Background: an optimization exercise with open tools, aiming at small area. Do not read the settings as production practice.
In this exercise RTL edits were held to simulation tests only and were not proved equivalent to the original.
Power is estimated from default activity; no workload was simulated.

==> inputs of exp/yarrow <==
## udp_rx_top
module udp_rx_top (
	input  logic                         clk_125m,
	input  logic                         sys_rst,
	input  logic [7:0]                   i_rx_data,
	input  logic                         i_rx_valid,
	input  logic                         i_rx_last,
	output logic                         o_rx_ready,
	output logic [udp_rx_pkg::ID_W-1:0]   o_awid,
	output logic [udp_rx_pkg::ADDR_W-1:0] o_awaddr,
	output logic [udp_rx_pkg::LEN_W-1:0]  o_awlen,
	output logic                         o_awvalid,
	input  logic                         i_awready,
	output logic [udp_rx_pkg::DATA_W-1:0] o_wdata,
	output logic                         o_wlast,
	output logic                         o_wvalid,
	input  logic                         i_wready,
	input  logic                         i_bvalid,
	input  logic [1:0]                   i_bresp,
	output logic                         o_bready,
	output logic [47:0]                  o_pc_mac,
	output logic [31:0]                  o_pc_ip,
	output logic                         o_trig_arp,
	output logic                         o_wr_timeout
);
export LEC_CHECK = 0
export CAP_MARGIN = 20
export CORE_MARGIN = 2
export CORE_UTILIZATION = 60
export CTS_CLUSTER_DIAMETER = 80
export CTS_CLUSTER_SIZE = 28
export PLACE_DENSITY = 0.72
export SLEW_MARGIN = 20
export SYNTH_HIERARCHICAL = 1
export SYNTH_MEMORY_MAX_BITS = 8192
create_clock -name core_clock -period 9.0 [get_ports {clk_125m}]
run.sh (not shown) runs the stock make flow with config.mk's settings and CLKGATE_MAP_FILE= SYNTH_SCRIPT=/design/flow/synth_recipe.tcl, a recipe that flattens the netlist after the stock synthesis.
==> exp/xenon: changes against exp/yarrow <==
--- a/flow/design.v
+++ b/flow/design.v
@@ -87,16 +87,14 @@
 	localparam int PTR_W = $clog2(DEPTH);
 	localparam int N3    = (DEPTH - 2 * (DEPTH % 3 == 1 ? 2 : (DEPTH % 3 == 2 ? 1 : 0))) / 3;
 	localparam int N2    = (DEPTH - 3 * N3) / 2;
 	localparam int NG    = N3 + N2;
 	logic [WIDTH-1:0] mem [DEPTH];
 	logic [PTR_W:0]   wr_ptr, rd_ptr;
-	logic [PTR_W-1:0] rd_next;                            
 	logic [DEPTH-1:0] rd_sel;
 	logic [WIDTH-1:0] grp_n [NG];
-	logic [WIDTH-1:0] next_word, head;
 	always_ff @(posedge clk_125m) begin
 		if (i_push)
 			mem[wr_ptr[PTR_W-1:0]] <= i_data;
 	end
 	always_ff @(posedge clk_125m) begin
 		if (sys_rst) begin
@@ -106,16 +104,15 @@
 			if (i_push)
 				wr_ptr <= wr_ptr + 1'b1;
 			if (i_pop)
 				rd_ptr <= rd_ptr + 1'b1;
 		end
 	end
-	assign rd_next = rd_ptr[PTR_W-1:0] + 1'b1;
 	always_comb begin
 		rd_sel = '0;
-		rd_sel[rd_next] = 1'b1;
+		rd_sel[rd_ptr[PTR_W-1:0]] = 1'b1;
 	end
 	for (genvar b = 0; b < WIDTH; b++) begin : g_bit
 		for (genvar g = 0; g < N3; g++) begin : g_sel3
 			rd_sel3 i_sel (
 				.i_sel (rd_sel[3*g +: 3]),
 				.i_d   ({mem[3*g+2][b], mem[3*g+1][b], mem[3*g][b]}),
@@ -128,23 +125,16 @@
 				.i_d   ({mem[3*N3+2*g+1][b], mem[3*N3+2*g][b]}),
 				.o_yn  (grp_n[N3+g][b])
 			);
 		end
 	end
 	always_comb begin
-		next_word = '0;
+		o_data = '0;
 		for (int g = 0; g < NG; g++)
-			next_word = next_word | ~grp_n[g];
+			o_data = o_data | ~grp_n[g];
 	end
-	always_ff @(posedge clk_125m) begin
-		if (i_pop)
-			head <= (i_push && wr_ptr[PTR_W-1:0] == rd_next) ? i_data : next_word;
-		else if (o_empty)
-			head <= i_data;
-	end
-	assign o_data  = head;
 	assign o_full  = (wr_ptr == {~rd_ptr[PTR_W], rd_ptr[PTR_W-1:0]});
 	assign o_empty = (wr_ptr == rd_ptr);
 endmodule
 `timescale 1ns/1ps
 module eth_frame_parser (
 	input  logic                 clk_125m,
@@ -166,18 +156,19 @@
 	typedef enum logic [2:0] {
 		ST_IDLE, ST_ETH, ST_ARP, ST_HDR, ST_DESC, ST_PAYLOAD, ST_DISCARD
 	} prs_state_t;
 	prs_state_t  state;
 	logic [5:0]  byte_cnt;                                 
 	logic        phase;                                    
+	logic [7:0]  beat_sr;
 	logic [7:0]  len;                                      
+	logic [3:0]  cand;                                     
 	logic        ok;                                       
 	logic        type_08;
-	logic [79:0] sr;
-	logic [31:0] flag;
-	logic [3:0]  cand;                                     
+	logic [47:0] arp_sha;
+	logic [31:0] arp_spa;
 	logic        rx_fire;
 	logic [7:0]  mac_byte, pcmac_byte, ip_byte, pcip_byte;
 	logic [9:0]  udp_len;
 	logic [8:0]  n_beats_m1;
 	logic        hdr_ok, arp_accept;
 	assign rx_fire = i_rx_valid && o_rx_ready;
@@ -212,29 +203,24 @@
 		endcase
 	end
 	assign udp_len    = {len[1:0], i_rx_data};
 	assign n_beats_m1 = udp_len[9:1] - 9'd7;
 	assign arp_accept = (state == ST_ARP) && rx_fire && i_rx_last &&
 		((byte_cnt == 6'd41) ? (ok && i_rx_data == 8'h6E) : (ok && byte_cnt > 6'd41));
-	assign flag    = sr[31:0];
-	assign cand[0] = (flag == udp_rx_pkg::FLAG_MOTOR);
-	assign cand[1] = (flag == udp_rx_pkg::FLAG_AD);
-	assign cand[2] = (flag == udp_rx_pkg::FLAG_DDC);
-	assign cand[3] = (flag == udp_rx_pkg::FLAG_DDR);
-	assign hdr_ok  = ok && (cand != 4'd0);
+	assign hdr_ok = ok && (cand != 4'd0);
 	always_comb begin
 		case (state)
 			ST_ETH, ST_ARP, ST_HDR, ST_DISCARD: o_rx_ready = 1'b1;
 			ST_PAYLOAD:                         o_rx_ready = !i_beat_full;
 			default:                            o_rx_ready = 1'b0;
 		endcase
 	end
 	assign o_desc_push = (state == ST_DESC) && hdr_ok && !i_desc_full;
 	assign o_desc      = {cand[2] | cand[3], cand[1] | cand[3], len};
 	assign o_beat_push = (state == ST_PAYLOAD) && rx_fire && phase;
-	assign o_beat      = {sr[7:0], i_rx_data};             
+	assign o_beat      = {beat_sr, i_rx_data};             
 	always_ff @(posedge clk_125m) begin
 		if (state == ST_IDLE)
 			ok <= 1'b1;
 		else if (rx_fire) begin
 			case (state)
 				ST_ETH: begin
@@ -260,12 +246,36 @@
 							len <= i_rx_data;
 						end
 						6'd39: begin
 							ok  <= ok && !udp_len[0] && (udp_len > 10'd12) && (udp_len <= 10'd524);
 							len <= n_beats_m1[7:0];
 						end
+						6'd42: begin
+							cand[0] <= (i_rx_data == udp_rx_pkg::FLAG_MOTOR[31:24]);
+							cand[1] <= (i_rx_data == udp_rx_pkg::FLAG_AD[31:24]);
+							cand[2] <= (i_rx_data == udp_rx_pkg::FLAG_DDC[31:24]);
+							cand[3] <= (i_rx_data == udp_rx_pkg::FLAG_DDR[31:24]);
+						end
+						6'd43: begin
+							cand[0] <= cand[0] && (i_rx_data == udp_rx_pkg::FLAG_MOTOR[23:16]);
+							cand[1] <= cand[1] && (i_rx_data == udp_rx_pkg::FLAG_AD[23:16]);
+							cand[2] <= cand[2] && (i_rx_data == udp_rx_pkg::FLAG_DDC[23:16]);
+							cand[3] <= cand[3] && (i_rx_data == udp_rx_pkg::FLAG_DDR[23:16]);
+						end
+						6'd44: begin
+							cand[0] <= cand[0] && (i_rx_data == udp_rx_pkg::FLAG_MOTOR[15:8]);
+							cand[1] <= cand[1] && (i_rx_data == udp_rx_pkg::FLAG_AD[15:8]);
+							cand[2] <= cand[2] && (i_rx_data == udp_rx_pkg::FLAG_DDC[15:8]);
+							cand[3] <= cand[3] && (i_rx_data == udp_rx_pkg::FLAG_DDR[15:8]);
+						end
+						6'd45: begin
+							cand[0] <= cand[0] && (i_rx_data == udp_rx_pkg::FLAG_MOTOR[7:0]);
+							cand[1] <= cand[1] && (i_rx_data == udp_rx_pkg::FLAG_AD[7:0]);
+							cand[2] <= cand[2] && (i_rx_data == udp_rx_pkg::FLAG_DDC[7:0]);
+							cand[3] <= cand[3] && (i_rx_data == udp_rx_pkg::FLAG_DDR[7:0]);
+						end
 						default: ;
 					endcase
 				end
 				ST_ARP: begin
 					case (byte_cnt)
 						6'd20: ok <= ok && (i_rx_data == 8'h00);
@@ -273,38 +283,39 @@
 						6'd38: ok <= ok && (i_rx_data == udp_rx_pkg::FPGA_IP[31:24]);
 						6'd39: ok <= ok && (i_rx_data == udp_rx_pkg::FPGA_IP[23:16]);
 						6'd40: ok <= ok && (i_rx_data == udp_rx_pkg::FPGA_IP[15:8]);
 						6'd41: ok <= ok && (i_rx_data == udp_rx_pkg::FPGA_IP[7:0]);
 						default: ;
 					endcase
+					if (byte_cnt >= 6'd22 && byte_cnt < 6'd28)
+						arp_sha <= {arp_sha[39:0], i_rx_data};    
+					if (byte_cnt >= 6'd28 && byte_cnt < 6'd32)
+						arp_spa <= {arp_spa[23:0], i_rx_data};    
 				end
 				ST_PAYLOAD: begin
+					beat_sr <= i_rx_data;
 					if (phase)
 						len <= len - 1'b1;
 				end
 				default: ;
 			endcase
 		end
 	end
 	always_ff @(posedge clk_125m) begin
-		if (rx_fire && !(state == ST_ARP && byte_cnt >= 6'd32))
-			sr <= {sr[71:0], i_rx_data};
-	end
-	always_ff @(posedge clk_125m) begin
 		if (sys_rst) begin
 			state      <= ST_IDLE;
 			byte_cnt   <= '0;
 			phase      <= '0;
 			o_pc_mac   <= '0;
 			o_pc_ip    <= '0;
 			o_trig_arp <= 1'b0;
 		end else begin
 			o_trig_arp <= arp_accept;
 			if (arp_accept) begin
-				o_pc_mac <= sr[79:32];
-				o_pc_ip  <= sr[31:0];
+				o_pc_mac <= arp_sha;
+				o_pc_ip  <= arp_spa;
 			end
 			if (rx_fire && byte_cnt != '1)
 				byte_cnt <= byte_cnt + 1'b1;
 			case (state)
 				ST_IDLE: begin
 					byte_cnt <= '0;
@@ -351,22 +362,25 @@
 `timescale 1ns/1ps
 module axi_burst_writer (
 	input  logic                         clk_125m,
 	input  logic                         sys_rst,
 	input  logic [udp_rx_pkg::DESC_W-1:0] i_desc,
 	input  logic                         i_desc_empty,
+	input  logic [udp_rx_pkg::DATA_W-1:0] i_beat,
 	input  logic                         i_beat_empty,
 	input  logic                         i_awready,
 	input  logic                         i_wready,
 	input  logic                         i_bvalid,
 	input  logic [1:0]                   i_bresp,
 	output logic                         o_desc_pop,
 	output logic                         o_beat_pop,
-	output logic [1:0]                   o_awidx,                  
+	output logic [udp_rx_pkg::ID_W-1:0]   o_awid,
+	output logic [udp_rx_pkg::ADDR_W-1:0] o_awaddr,
 	output logic [udp_rx_pkg::LEN_W-1:0]  o_awlen,
 	output logic                         o_awvalid,
+	output logic [udp_rx_pkg::DATA_W-1:0] o_wdata,
 	output logic                         o_wlast,
 	output logic                         o_wvalid,
 	output logic                         o_bready,
 	output logic                         o_wr_timeout
 );
 	typedef enum logic [2:0] {W_IDLE, W_ADDR, W_DATA, W_RESP, W_TIMEOUT} wr_state_t;
@@ -431,17 +445,19 @@
 			if (rem == 8'd0)
 				rem_zero <= 1'b1;
 			else
 				rem <= rem - 1'b1;
 		end
 	end
-	assign o_awidx    = idx;
+	assign o_awid     = udp_rx_pkg::idx_id(idx);
+	assign o_awaddr   = {idx, 25'd0, 1'b1, 4'd0};
 	assign o_awlen    = rem;
 	assign o_desc_pop = (state == W_IDLE) && !i_desc_empty;
 	assign o_awvalid  = (state == W_ADDR);
 	assign o_wvalid   = (state == W_DATA) && !i_beat_empty;
+	assign o_wdata    = i_beat;
 	assign o_wlast    = (state == W_DATA) && !rem_zero && (rem == 8'd0);
 	assign o_bready   = (state == W_RESP);
 	assign o_beat_pop = w_fire ||
 		((state == W_TIMEOUT) && !i_beat_empty && !rem_zero);
 endmodule
 `timescale 1ns/1ps
@@ -470,16 +486,12 @@
 	output logic                         o_wr_timeout
 );
 	logic [udp_rx_pkg::DESC_W-1:0] desc_in, desc_out;
 	logic [udp_rx_pkg::DATA_W-1:0] beat_in, beat_out;
 	logic     desc_push, desc_pop, desc_full, desc_empty;
 	logic     beat_push, beat_pop, beat_full, beat_empty;
-	logic [1:0] awidx;
-	assign o_awid   = udp_rx_pkg::idx_id(awidx);
-	assign o_awaddr = {awidx, 25'd0, 1'b1, 4'd0};
-	assign o_wdata  = beat_out;
 	eth_frame_parser i_eth_frame_parser (
 		.clk_125m    (clk_125m),
 		.sys_rst     (sys_rst),
 		.i_rx_data   (i_rx_data),
 		.i_rx_valid  (i_rx_valid),
 		.i_rx_last   (i_rx_last),
@@ -516,22 +528,25 @@
 	);
 	axi_burst_writer i_axi_burst_writer (
 		.clk_125m     (clk_125m),
 		.sys_rst      (sys_rst),
 		.i_desc       (desc_out),
 		.i_desc_empty (desc_empty),
+		.i_beat       (beat_out),
 		.i_beat_empty (beat_empty),
 		.i_awready    (i_awready),
 		.i_wready     (i_wready),
 		.i_bvalid     (i_bvalid),
 		.i_bresp      (i_bresp),
 		.o_desc_pop   (desc_pop),
 		.o_beat_pop   (beat_pop),
-		.o_awidx      (awidx),
+		.o_awid       (o_awid),
+		.o_awaddr     (o_awaddr),
 		.o_awlen      (o_awlen),
 		.o_awvalid    (o_awvalid),
+		.o_wdata      (o_wdata),
 		.o_wlast      (o_wlast),
 		.o_wvalid     (o_wvalid),
 		.o_bready     (o_bready),
 		.o_wr_timeout (o_wr_timeout)
 	);
 endmodule
Settings changed: CORE_UTILIZATION 60 to 45, CTS_CLUSTER_DIAMETER 80 to default, CTS_CLUSTER_SIZE 28 to default, PLACE_DENSITY 0.72 to default.
==> impl_results.html <==
<table>
<tr><th>Metric</th><th>Value</th></tr>
<tr><th colspan="2">Status</th></tr>
<tr><td>Run status</td><td>failed layout checks</td></tr>
<tr><td>Reasons for failing layout checks</td><td>setup timing</td></tr>
<tr><th colspan="2">STA</th></tr>
<tr><td>Achievable Freq</td><td>roughly 110 MHz</td></tr>
<tr><td>Setup ws final</td><td>-0.0359 ns</td></tr>
<tr><td>Final setup violating endpoints</td><td>2</td></tr>
<tr><th colspan="2">Logic synthesis</th></tr>
<tr><td>Area fraction of the dominant cell type after synthesis</td><td>0.811</td></tr>
<tr><th colspan="2">Critical path</th></tr>
<tr><td>Bufs and invs on worst path</td><td>5</td></tr>
<tr><td>Series of cell instances along the critical path</td><td>inv_1 -&gt; ha_2 -&gt; xnor2_1 -&gt; o31ai_1 -&gt; buf_4 -&gt; nand4_1 -&gt; a21oi_1 -&gt; buf_4 -&gt; a222oi_1 -&gt; nand4_1 -&gt; nor4_1 -&gt; nand4_1 -&gt; buf_4 -&gt; or4_1 -&gt; clkdlybuf4s50_1</td></tr>
<tr><td>Critical path peak fanout</td><td>16</td></tr>
<tr><td>Crit path depth</td><td>15</td></tr>
<tr><th colspan="2">Clock tree</th></tr>
<tr><td>Clock sink count</td><td>4379</td></tr>
<tr><th colspan="2">Detailed routing</th></tr>
<tr><td>First-pass DRT Iterations</td><td>12</td></tr>
<tr><th colspan="2">Power</th></tr>
<tr><td>Static power due to leakage</td><td>approximately 56 nW</td></tr>
<tr><th colspan="2">Floorplanning</th></tr>
<tr><td>Overall die height</td><td>595 um</td></tr>
</table>
(the above is from exp/xenon)
==> impl_results.html <==
<table>
<tr><th>Metric</th><th>Value</th></tr>
<tr><th colspan="2">Floorplanning</th></tr>
<tr><td>Starting density of the core</td><td>0.604</td></tr>
<tr><td>Overall die height</td><td>516 um</td></tr>
<tr><th colspan="2">STA</th></tr>
<tr><td>Max Slew Vio Count</td><td>0</td></tr>
<tr><td>Final setup violating endpoints</td><td>0</td></tr>
<tr><td>Skew final</td><td>0.0608 ns</td></tr>
<tr><td>Achievable Freq</td><td>128 MHz</td></tr>
<tr><th colspan="2">Critical path</th></tr>
<tr><td>Termination of the worst setup path</td><td>i_beat_fifo.head[4]$_DFFE_PP_</td></tr>
<tr><td>Crit path depth</td><td>14</td></tr>
<tr><td>Number of cells on the worst reg-to-reg path</td><td>14</td></tr>
<tr><td>Critical path peak fanout</td><td>40</td></tr>
<tr><th colspan="2">Status</th></tr>
<tr><td>Run status</td><td>finished clean</td></tr>
<tr><th colspan="2">Logic synthesis</th></tr>
<tr><td>Area fraction of the dominant cell type after synthesis</td><td>0.813</td></tr>
<tr><td>Top flip-flop cell by instance count after synthesis</td><td>edfxtp_1</td></tr>
<tr><td>Top cell type by total area after synthesis</td><td>edfxtp_1</td></tr>
<tr><th colspan="2">Detailed routing</th></tr>
<tr><td>Detailed-route vias per instance</td><td>approximately 7.4</td></tr>
<tr><td>First-pass DRT Iterations</td><td>10</td></tr>
<tr><th colspan="2">Clock tree</th></tr>
<tr><td>Hold-fix buffers, CTS</td><td>0</td></tr>
<tr><td>Clock sink count</td><td>4383</td></tr>
<tr><th colspan="2">Power</th></tr>
<tr><td>Static power due to leakage</td><td>52.2 nW</td></tr>
<tr><td>Clock power share</td><td>0.294</td></tr>
<tr><th colspan="2">Finish</th></tr>
<tr><td>Cell class with the largest area share</td><td>registers</td></tr>
<tr><th colspan="2">GRT</th></tr>
<tr><td>GR Overflow Total</td><td>0</td></tr>
</table>
(the above is from exp/yarrow)

-- afterwards: timing with drivers on the ports --
In the flow no input, the clock included, has a driving cell. The finished layouts below were timed again as built, in two steps. Step 1 (the two cells are an assumption about what drives the block):
set clk [get_ports {clk_125m}]
set_driving_cell -lib_cell sky130_fd_sc_hd__clkbuf_16 $clk
set_driving_cell -lib_cell sky130_fd_sc_hd__buf_2 [delete_from_list [all_inputs] $clk]
Step 2 adds t to the input delays and takes it off the output delays; t is the mean of the earliest and latest rising clock arrival at the registers after step 1. Input paths then give back, and output paths get back, about the clock's delay inside the block. a / b / c = no drivers / after step 1 / after step 2; a / b = the first two.
| run | t (ns) | setup slack, ns | latest minus earliest clock arrival (ns) |
|---|---|---|---|
| exp/yarrow | 0.985 | 1.189 / 1.189 / 1.189 | 0.067 / 0.067 |
| exp/xenon | 1.069 | -0.036 / -0.144 / 0.924 | 0.054 / 0.053 |
